Source: an optimization exercise on an open RTL-to-GDS flow (aim: small area). Production flows keep margins and buffers that such runs may drop. No functional check of the RTL was part of this run. Power is estimated from default activity; no workload was simulated.

==> flow/design.v <==
`timescale 1ns/1ps
`default_nettype none
package can_dma_pkg;
    typedef struct packed {
        logic [31:0] dh;
        logic [31:0] dl;
        logic [31:0] cmd;
        logic [31:0] id;
    } frame_words_t;
    typedef struct packed {
        logic [63:0]          data;
        logic [29-1:0] id;
        logic [7:0]           quanta_div;
        logic [5:0]           prop_quanta;
        logic [5:0]           seg1_quanta;
        logic [3:0]           datalen;
        logic                 format;
        logic [1:0]           frame_type;
    } can_frame_t;
    typedef struct packed {
        logic        busreq;
        logic        write;
        logic [31:0] addr;
        logic [31:0] wdata;
    } bus_req_t;
endpackage
`default_nettype wire
`timescale 1ns/1ps
`default_nettype none
module can_reg_slave
(
    input  wire          bs,
    input  wire          rst_n,
    input  wire          reg_wr,
    input  wire          reg_rd,
    input  wire   [15:0] reg_addr,
    input  wire   [31:0] reg_wdata,
    input  wire          tx_active,
    input  wire          chain_active,
    output logic  [31:0] reg_rdata,
    output can_dma_pkg::frame_words_t reg_words,
    output logic         reg_launch,
    output logic         chain_start,
    output logic  [31:0] chain_base
);
    logic wr_launch;
    logic wr_chain;
    assign wr_launch = reg_wr && (reg_addr == 16'hFF10);
    assign wr_chain  = reg_wr && (reg_addr == 16'hFF14);
    always_ff @(posedge bs) begin
        if (reg_wr) begin
            case (reg_addr)
                16'hFF00:    reg_words.dh  <= reg_wdata;
                16'hFF04:    reg_words.dl  <= reg_wdata;
                16'hFF08:   reg_words.cmd <= reg_wdata;
                16'hFF0C:    reg_words.id  <= reg_wdata;
                16'hFF14: chain_base    <= reg_wdata;
                default: ;
            endcase
        end
    end
    always_ff @(posedge bs or negedge rst_n) begin
        if (!rst_n) begin
            reg_launch  <= 1'b0;
            chain_start <= 1'b0;
        end else begin
            reg_launch  <= wr_launch;
            chain_start <= wr_chain;
        end
    end
    always_comb begin
        reg_rdata = 32'd0;
        if (reg_rd) begin
            case (reg_addr)
                16'hFF00:     reg_rdata = reg_words.dh;
                16'hFF04:     reg_rdata = reg_words.dl;
                16'hFF08:    reg_rdata = reg_words.cmd;
                16'hFF0C:     reg_rdata = reg_words.id;
                16'hFF10: reg_rdata = {31'd0, tx_active};
                16'hFF14:  reg_rdata = chain_base;
                16'hFF18: reg_rdata = {31'd0, chain_active};
                default:         reg_rdata = 32'd0;
            endcase
        end
    end
endmodule
`default_nettype wire
`timescale 1ns/1ps
`default_nettype none
module can_desc_fetch
(
    input  wire          bs,
    input  wire          rst_n,
    input  wire          chain_start,
    input  wire   [31:0] chain_base,
    input  wire          bus_grant,
    input  wire   [31:0] bus_rdata,
    input  wire          tx_active,
    output can_dma_pkg::bus_req_t     bus_req,
    output can_dma_pkg::frame_words_t desc_words,
    output logic         desc_launch,
    output logic         chain_active
);
    typedef enum logic [2:0] {
        ST_IDLE,
        ST_RD_REQ,
        ST_RD_DATA,
        ST_LAUNCH,
        ST_WAIT_HI,
        ST_WAIT_LO,
        ST_WR_REQ,
        ST_LINK
    } state_t;
    state_t      state;
    logic [2:0]  word_idx;
    logic [2:0]  next_idx;
    logic [31:0] base;
    logic [31:0] cpl_addr;
    logic [31:0] cpl_data;
    logic [31:0] link;
    assign next_idx = word_idx + 3'd1;
    assign desc_launch = (state == ST_LAUNCH) && !tx_active;
    always_ff @(posedge bs or negedge rst_n) begin
        if (!rst_n) begin
            state        <= ST_IDLE;
            word_idx     <= 3'd0;
            bus_req      <= '0;
            chain_active <= 1'b0;
        end else begin
            case (state)
                ST_IDLE: begin
                    if (chain_start) begin
                        chain_active <= 1'b1;
                        word_idx     <= 3'd0;
                        bus_req      <= {1'b1, 1'b0, chain_base, 32'd0};
                        state        <= ST_RD_REQ;
                    end
                end
                ST_RD_REQ: begin
                    if (bus_grant) begin
                        bus_req.busreq <= 1'b0;
                        state          <= ST_RD_DATA;
                    end
                end
                ST_RD_DATA: begin
                    if (word_idx == 3'(7 - 1)) begin
                        state <= ST_LAUNCH;
                    end else begin
                        word_idx       <= next_idx;
                        bus_req.busreq <= 1'b1;
                        bus_req.addr   <= base + 32'(next_idx) * 4;
                        state          <= ST_RD_REQ;
                    end
                end
                ST_LAUNCH: begin
                    if (!tx_active) begin
                        state <= ST_WAIT_HI;
                    end
                end
                ST_WAIT_HI: begin
                    if (tx_active) begin
                        state <= ST_WAIT_LO;
                    end
                end
                ST_WAIT_LO: begin
                    if (!tx_active) begin
                        bus_req <= {1'b1, 1'b1, cpl_addr, cpl_data};
                        state   <= ST_WR_REQ;
                    end
                end
                ST_WR_REQ: begin
                    if (bus_grant) begin
                        bus_req.busreq <= 1'b0;
                        bus_req.write  <= 1'b0;
                        state          <= ST_LINK;
                    end
                end
                ST_LINK: begin
                    if (link == 32'd0) begin
                        chain_active <= 1'b0;
                        state        <= ST_IDLE;
                    end else begin
                        word_idx <= 3'd0;
                        bus_req  <= {1'b1, 1'b0, link, 32'd0};
                        state    <= ST_RD_REQ;
                    end
                end
                default: state <= ST_IDLE;
            endcase
        end
    end
    always_ff @(posedge bs) begin
        if (state == ST_IDLE && chain_start) begin
            base <= chain_base;
        end
        if (state == ST_LINK) begin
            base <= link;
        end
        if (state == ST_RD_DATA) begin
            case (word_idx)
                3'd0:    desc_words.dh  <= bus_rdata;
                3'd1:    desc_words.dl  <= bus_rdata;
                3'd2:   desc_words.cmd <= bus_rdata;
                3'd3:    desc_words.id  <= bus_rdata;
                3'd4: cpl_addr       <= bus_rdata;
                3'd5: cpl_data       <= bus_rdata;
                default:         link           <= bus_rdata;
            endcase
        end
    end
endmodule
`default_nettype wire
`timescale 1ns/1ps
`default_nettype none
module can_launch
(
    input  wire          bs,
    input  wire          rst_n,
    input  can_dma_pkg::frame_words_t reg_words,
    input  wire          reg_launch,
    input  can_dma_pkg::frame_words_t desc_words,
    input  wire          desc_launch,
    input  wire          can_busy,
    output logic         can_start,
    output can_dma_pkg::can_frame_t   can_frame,
    output logic         tx_active
);
    can_dma_pkg::frame_words_t pend_words;
    can_dma_pkg::frame_words_t launch_words;
    logic         pend_valid;
    logic         launch_now;
    logic         park_desc;
    can_dma_pkg::can_frame_t launch_frame;
    always_comb begin
        launch_frame.data        = {launch_words.dh, launch_words.dl};
        launch_frame.id          = launch_words.id[31 -: 29];
        launch_frame.quanta_div  = launch_words.cmd[31:24];
        launch_frame.prop_quanta = launch_words.cmd[23:18];
        launch_frame.seg1_quanta = launch_words.cmd[17:12];
        launch_frame.datalen     = launch_words.cmd[11:8];
        launch_frame.format      = launch_words.cmd[7];
        launch_frame.frame_type  = launch_words.cmd[6:5];
    end
    always_comb begin
        launch_now   = 1'b0;
        launch_words = reg_words;
        if (!tx_active) begin
            if (pend_valid) begin
                launch_now   = 1'b1;
                launch_words = pend_words;
            end else if (reg_launch) begin
                launch_now   = 1'b1;
            end else if (desc_launch) begin
                launch_now   = 1'b1;
                launch_words = desc_words;
            end
        end
    end
    assign park_desc = !tx_active && !pend_valid && reg_launch && desc_launch;
    always_ff @(posedge bs or negedge rst_n) begin
        if (!rst_n) begin
            can_start  <= 1'b0;
            tx_active  <= 1'b0;
            pend_valid <= 1'b0;
        end else begin
            can_start <= launch_now;
            if (launch_now) begin
                tx_active <= 1'b1;
            end else if (tx_active && !can_start && !can_busy) begin
                tx_active <= 1'b0;
            end
            if (park_desc) begin
                pend_valid <= 1'b1;
            end else if (!tx_active && pend_valid) begin
                pend_valid <= 1'b0;
            end
        end
    end
    always_ff @(posedge bs) begin
        if (park_desc) begin
            pend_words <= desc_words;
        end
        if (launch_now) begin
            can_frame <= launch_frame;
        end
    end
endmodule
`default_nettype wire
`timescale 1ns/1ps
`default_nettype none
module can_dma_top
(
    input  wire         bs,
    input  wire         rst_n,
    input  wire         reg_wr,
    input  wire         reg_rd,
    input  wire  [15:0] reg_addr,
    input  wire  [31:0] reg_wdata,
    output logic [31:0] reg_rdata,
    output logic        bus_busreq,
    output logic        bus_write,
    output logic [31:0] bus_addr,
    output logic [31:0] bus_wdata,
    input  wire         bus_grant,
    input  wire  [31:0] bus_rdata,
    output logic        can_start,
    output logic [63:0] can_data,
    output logic [28:0] can_id,
    output logic  [7:0] can_quanta_div,
    output logic  [5:0] can_prop_quanta,
    output logic  [5:0] can_seg1_quanta,
    output logic  [3:0] can_datalen,
    output logic        can_format,
    output logic  [1:0] can_frame_type,
    input  wire         can_busy
);
    can_dma_pkg::bus_req_t   bus_req;
    can_dma_pkg::can_frame_t can_frame;
    assign bus_busreq      = bus_req.busreq;
    assign bus_write       = bus_req.write;
    assign bus_addr        = bus_req.addr;
    assign bus_wdata       = bus_req.wdata;
    assign can_data        = can_frame.data;
    assign can_id          = can_frame.id;
    assign can_quanta_div  = can_frame.quanta_div;
    assign can_prop_quanta = can_frame.prop_quanta;
    assign can_seg1_quanta = can_frame.seg1_quanta;
    assign can_datalen     = can_frame.datalen;
    assign can_format      = can_frame.format;
    assign can_frame_type  = can_frame.frame_type;
    can_dma_pkg::frame_words_t reg_words;
    can_dma_pkg::frame_words_t desc_words;
    logic         reg_launch;
    logic         desc_launch;
    logic         chain_start;
    logic  [31:0] chain_base;
    logic         tx_active;
    logic         chain_active;
    can_reg_slave u_reg_slave (
        .bs           (bs),
        .rst_n        (rst_n),
        .reg_wr       (reg_wr),
        .reg_rd       (reg_rd),
        .reg_addr     (reg_addr),
        .reg_wdata    (reg_wdata),
        .tx_active    (tx_active),
        .chain_active (chain_active),
        .reg_rdata    (reg_rdata),
        .reg_words    (reg_words),
        .reg_launch   (reg_launch),
        .chain_start  (chain_start),
        .chain_base   (chain_base)
    );
    can_desc_fetch u_desc_fetch (
        .bs           (bs),
        .rst_n        (rst_n),
        .chain_start  (chain_start),
        .chain_base   (chain_base),
        .bus_grant    (bus_grant),
        .bus_rdata    (bus_rdata),
        .tx_active    (tx_active),
        .bus_req      (bus_req),
        .desc_words   (desc_words),
        .desc_launch  (desc_launch),
        .chain_active (chain_active)
    );
    can_launch u_launch (
        .bs          (bs),
        .rst_n       (rst_n),
        .reg_words   (reg_words),
        .reg_launch  (reg_launch),
        .desc_words  (desc_words),
        .desc_launch (desc_launch),
        .can_busy    (can_busy),
        .can_start   (can_start),
        .can_frame   (can_frame),
        .tx_active   (tx_active)
    );
endmodule
`default_nettype wire
==> flow/run.sh <==
#!/bin/bash
# synth_recipe.tcl (not shown) runs the flow's synth.tcl, then flattens the netlist and writes it again
# the make line also repeats each setting of config.mk as NAME=value (left out here)
make -C /OpenROAD-flow-scripts/flow DESIGN_CONFIG=/design/flow/config.mk WORK_HOME=/design/flow/orfs CLKGATE_MAP_FILE= SYNTH_SCRIPT=/design/flow/synth_recipe.tcl finish
==> flow/config.mk <==
export PLATFORM = sky130hd
export DESIGN_NAME = can_dma_top
export DESIGN_NICKNAME = can_dma_top
export VERILOG_FILES = /design/flow/design.v
export SDC_FILE = /design/flow/constraint.sdc
export NUM_CORES = 4
export LEC_CHECK = 0
export CAP_MARGIN = 20
export CORE_MARGIN = 2
export CORE_UTILIZATION = 30
export SLEW_MARGIN = 20
==> flow/constraint.sdc <==
create_clock -name core_clock -period 7.0 [get_ports {bs}]
set_input_delay 1.4000 -clock core_clock [delete_from_list [all_inputs] [get_ports {bs}]]
set_output_delay 1.4000 -clock core_clock [all_outputs]
set_load 0.01 [all_outputs]
==> flow_summary.json <==
{
  "antenna_found_initial": 7,
  "finClkSkew_ps": 18.8,
  "cts_max_path_buffers": 3,
  "yosys-top-cells-area": "edfxtp_1 67%, dfrtp_1 6.8%, o21ai_0 3.7%",
  "worst_slew_pin_slew_ps": 1070,
  "grt_pass1_vias": 18600,
  "io_pins": 305,
  "initial_utilization_pct": 30.4,
  "hold_buffers": 0,
  "fmax_mhz": 159,
  "setup_viol": 0,
  "finalCriticalPeriod_ps": 6300,
  "ys_warn_count": 3,
  "dp_slack_ps": 788,
  "numCtsBuffers": 78,
  "synth_largest_area_cell": "edfxtp_1",
  "end_kind": "primary output",
  "cpPeakStageDelay_ps": 650,
  "first_iter_violations": 2254,
  "setup_slack_ps": 696,
  "die_y_um": 314,
  "rr_worst_depth": 7,
  "post_drt_via_cell_ratio": 5.18,
  "layout.cells.non_filler": 3625,
  "seq_area_sq_um": 21400,
  "wl_per_cell_um": 25.5,
  "drive_gt1_share_pct": 12.1,
  "synth-edff-count": 648,
  "drc": 0,
  "via_count": 18800,
  "areaGrowthSynthToFinish_pct": 24.7,
  "grt_setup_unrepaired": "no",
  "ys_top_cells_by_count": "648 x edfxtp_1, 241 x nand2_1, 216 x o21ai_0",
  "reg2reg_from": "u_launch.tx_active$_DFFE_PN0P_",
  "drt_first_pass_iters": 9,
  "yosysTopAreaCellShare_pct": 67.4,
  "grt_pass1_wl_um": 132000,
  "cts_resized": 0,
  "dp_cells": 3482,
  "required_ps": 5600,
  "slew_headroom_pct": 28.7,
  "critPathMaxFanout": 23,
  "leakagePower_nw": 11.8,
  "clk_pin_slew_ps": 60,
  "power.density_nw_per_um2": 355,
  "arrival_ps": 4900,
  "h-tree-depth": 3,
  "min_from": "u_desc_fetch.desc_words[98]$_DFFE_PP_",
  "finalCritPeriodShare_pct": 90.1,
  "hold_violations": 0,
  "synth.most_common_cell": "edfxtp_1",
  "hold_end": "u_launch.pend_words[98]$_DFFE_PP_",
  "grt_usage_pct": 18.3,
  "syn_nets": 2107,
  "core_area_sq_um": 95200,
  "dieArea_sq_um": 98800,
  "ys_types": 52,
  "port_buffers": 304,
  "critPathLaunchType": "primary input",
  "num-fill-cells": 8958,
  "slew_viol_final": 0,
  "synthCells": 2012,
  "ant_nets": 0,
  "synth.ff_latch_count": 726,
  "cpMaxStageDelayCell": "clkdlybuf4s50_1",
  "peakVddDrop_mv": 0.222,
  "place_hpwl_um": 62000,
  "r2r_end": "u_launch.can_frame[118]$_DFFE_PP_",
  "critical_path_class": "in2out",
  "cts_tree": "built",
  "cap_violations": 0,
  "grt_max_degree": 104,
  "totalWireLength_um": 92400,
  "synthesis.area_sq_um": 28900,
  "clk_latency_ps": 620,
  "rows": 113,
  "avgSynthCellArea_sq_um": 14.4,
  "cts_sinks": 726,
  "post_cts_buffers": 0,
  "multi_input_area_sq_um": 7010,
  "gp_congestion": 0.876,
  "min_path_cells": 0,
  "synth_flop_cell": "edfxtp_1",
  "setup_tns_ps": 0,
  "die_x_um": 314,
  "r2r_setup_slack_ps": 2710,
  "grt-ovfl-total": 0,
  "clock-root-buffer": "clkbuf_16",
  "path_cells": "clkdlybuf4s50_1 -> or4_4 -> or4_4 -> nor3_4 -> buf_4 -> a221oi_1 -> nor2_1 -> clkdlybuf4s50_1",
  "nets": 2393,
  "status": "finished clean",
  "hold_path.class": "reg2reg",
  "ys_async_sr_fraction_pct": 10.7,
  "yosysSeqAreaShare_pct": 74.1
}
## critical path, delay by kind of cell
kind,cells,cell delay [ps]
and+or+nand+nor,4,1850
buffers and inverters,3,1450
AOI/OAI and AO/OA,1,160
## per-stage QoR
step           cell area [sq um]  util (%)  hold WS, ps  total power, mW
6_report                   36000      37.8          439             12.8
5_1_grt                    36000      37.8          447             13.4
4_1_cts                    36000      37.8          438             12.9
3_5_place_dp               33400      35.1          424             8.66
3_3_place_gp               33400      35.0          420             8.62
2_1_floorplan              28900         -          418             7.15
## sequential cells by signal (all words and copies together), names as in the netlist
register                   cells
u_reg_slave.reg_words        128
u_desc_fetch.desc_words      120
u_launch.can_frame           120
u_launch.pend_words          120
u_desc_fetch.bus_req          66
u_desc_fetch.base             32
u_desc_fetch.cpl_addr         32
u_desc_fetch.cpl_data         32
u_desc_fetch.link             32
u_reg_slave.chain_base        32
u_desc_fetch.state             3
u_desc_fetch.word_idx          3
u_desc_fetch.chain_active      1
u_launch.can_start             1
u_launch.pend_valid            1
u_launch.tx_active             1
u_reg_slave.chain_start        1
u_reg_slave.reg_launch         1
## how the worst max path moves through the flow
stage	slack [ps]	end	from	depth (start not counted)
3_3_place_gp	850	reg_rdata[17]	reg_addr[1]	8
6_report	700	reg_rdata[0]	reg_addr[1]	8
5_1_grt	670	reg_rdata[0]	reg_addr[1]	8
2_1_floorplan	110	u_launch.can_start$_DFF_PN0_	u_launch.pend_valid$_DFFE_PN0P_	5
4_1_cts	780	reg_rdata[30]	reg_addr[1]	8
3_5_place_dp	790	reg_rdata[30]	reg_addr[1]	8
## power breakdown
part           leakage, nW  internal (mW)  switching [mW]
registers             6.85           5.28           0.319
logic                 3.63           1.10            1.84
clock network         1.28           2.52            1.73
## cell families (layout without fill, tap and decap cells)
logic type | after synthesis | count (layout) | synth area share [%]
buffers and inverters | 146 | 493 | 2.01
AO/OA/AOI/OAI | 497 | 497 | 9.73
AND/OR/NAND/NOR | 509 | 509 | 9.09
flip-flops | 726 | 726 | 74.1
other | 0 | 1 | 0
XOR/XNOR | 26 | 26 | 0.788
multiplexers | 99 | 99 | 3.85
adder cells (fa/ha/maj) | 9 | 9 | 0.416
## layer usage
layer | up-vias | share of wire, % | global-route usage [%]
met5 | - | 0.057 | 0
met1 | 9469 | 41 | 24.7
li1 | 8263 | - | -
met4 | 8 | 2.5 | 5.15
met3 | 141 | 7.8 | 3.81
met2 | 880 | 48 | 30.0
## layout make-up
class	count	share of cell area, %
Antenna cell	1	0.00695
Clock buffer	95	5.77
Clock inverter	46	1.49
Inverter	11	0.115
Multi-Input combinational cell	1140	19.5
Sequential cell	726	59.5
Tap cell	1265	4.39
Timing Repair Buffer	341	9.30
## placed cells by master, fill, tap and decap left out, types with 10 or more instances in the layout
cell,n
nor4_1,13
buf_4,37
bufinv_16,11
nand2_1,241
nor3b_1,120
a222oi_1,31
clkinv_2,15
xor2_1,10
nand4_1,13
a21oi_1,178
xnor2_1,16
o21ai_0,213
mux2_2,96
clkinv_1,12
clkbuf_16,79
clkdlybuf4s50_1,302
nor2_1,57
nand3_1,10
inv_1,10
o22ai_1,24
clkbuf_1,12
edfxtp_1,648
dfrtp_1,76

## afterwards: timing with drivers on the ports
The flow's constraints put no driver on any port. The routed layout listed below was extracted and timed again, unchanged, in two steps. Step 1 assumes that a clkbuf_16 drives the clock port and a buf_2 every other input. Step 2 also shifts input and output timing later by t, the mid clock arrival at the registers, as if the neighbouring blocks saw the same clock. Three values: no drivers, after step 1, after step 2; two values: the first two.
shift t [ns]: 0.679
setup WS [ns]: 0.696 / 0.675 / 0.675
worst setup path at the end: input to output
latest minus earliest clock arrival (ns): 0.026 / 0.026
slew at the worst register clock pin (ns): 0.07 / 0.07
After both steps setup and hold are still met in this run. The setup slack of this run moves by -0.021 ns with the drivers and by -0.021 ns with both steps.
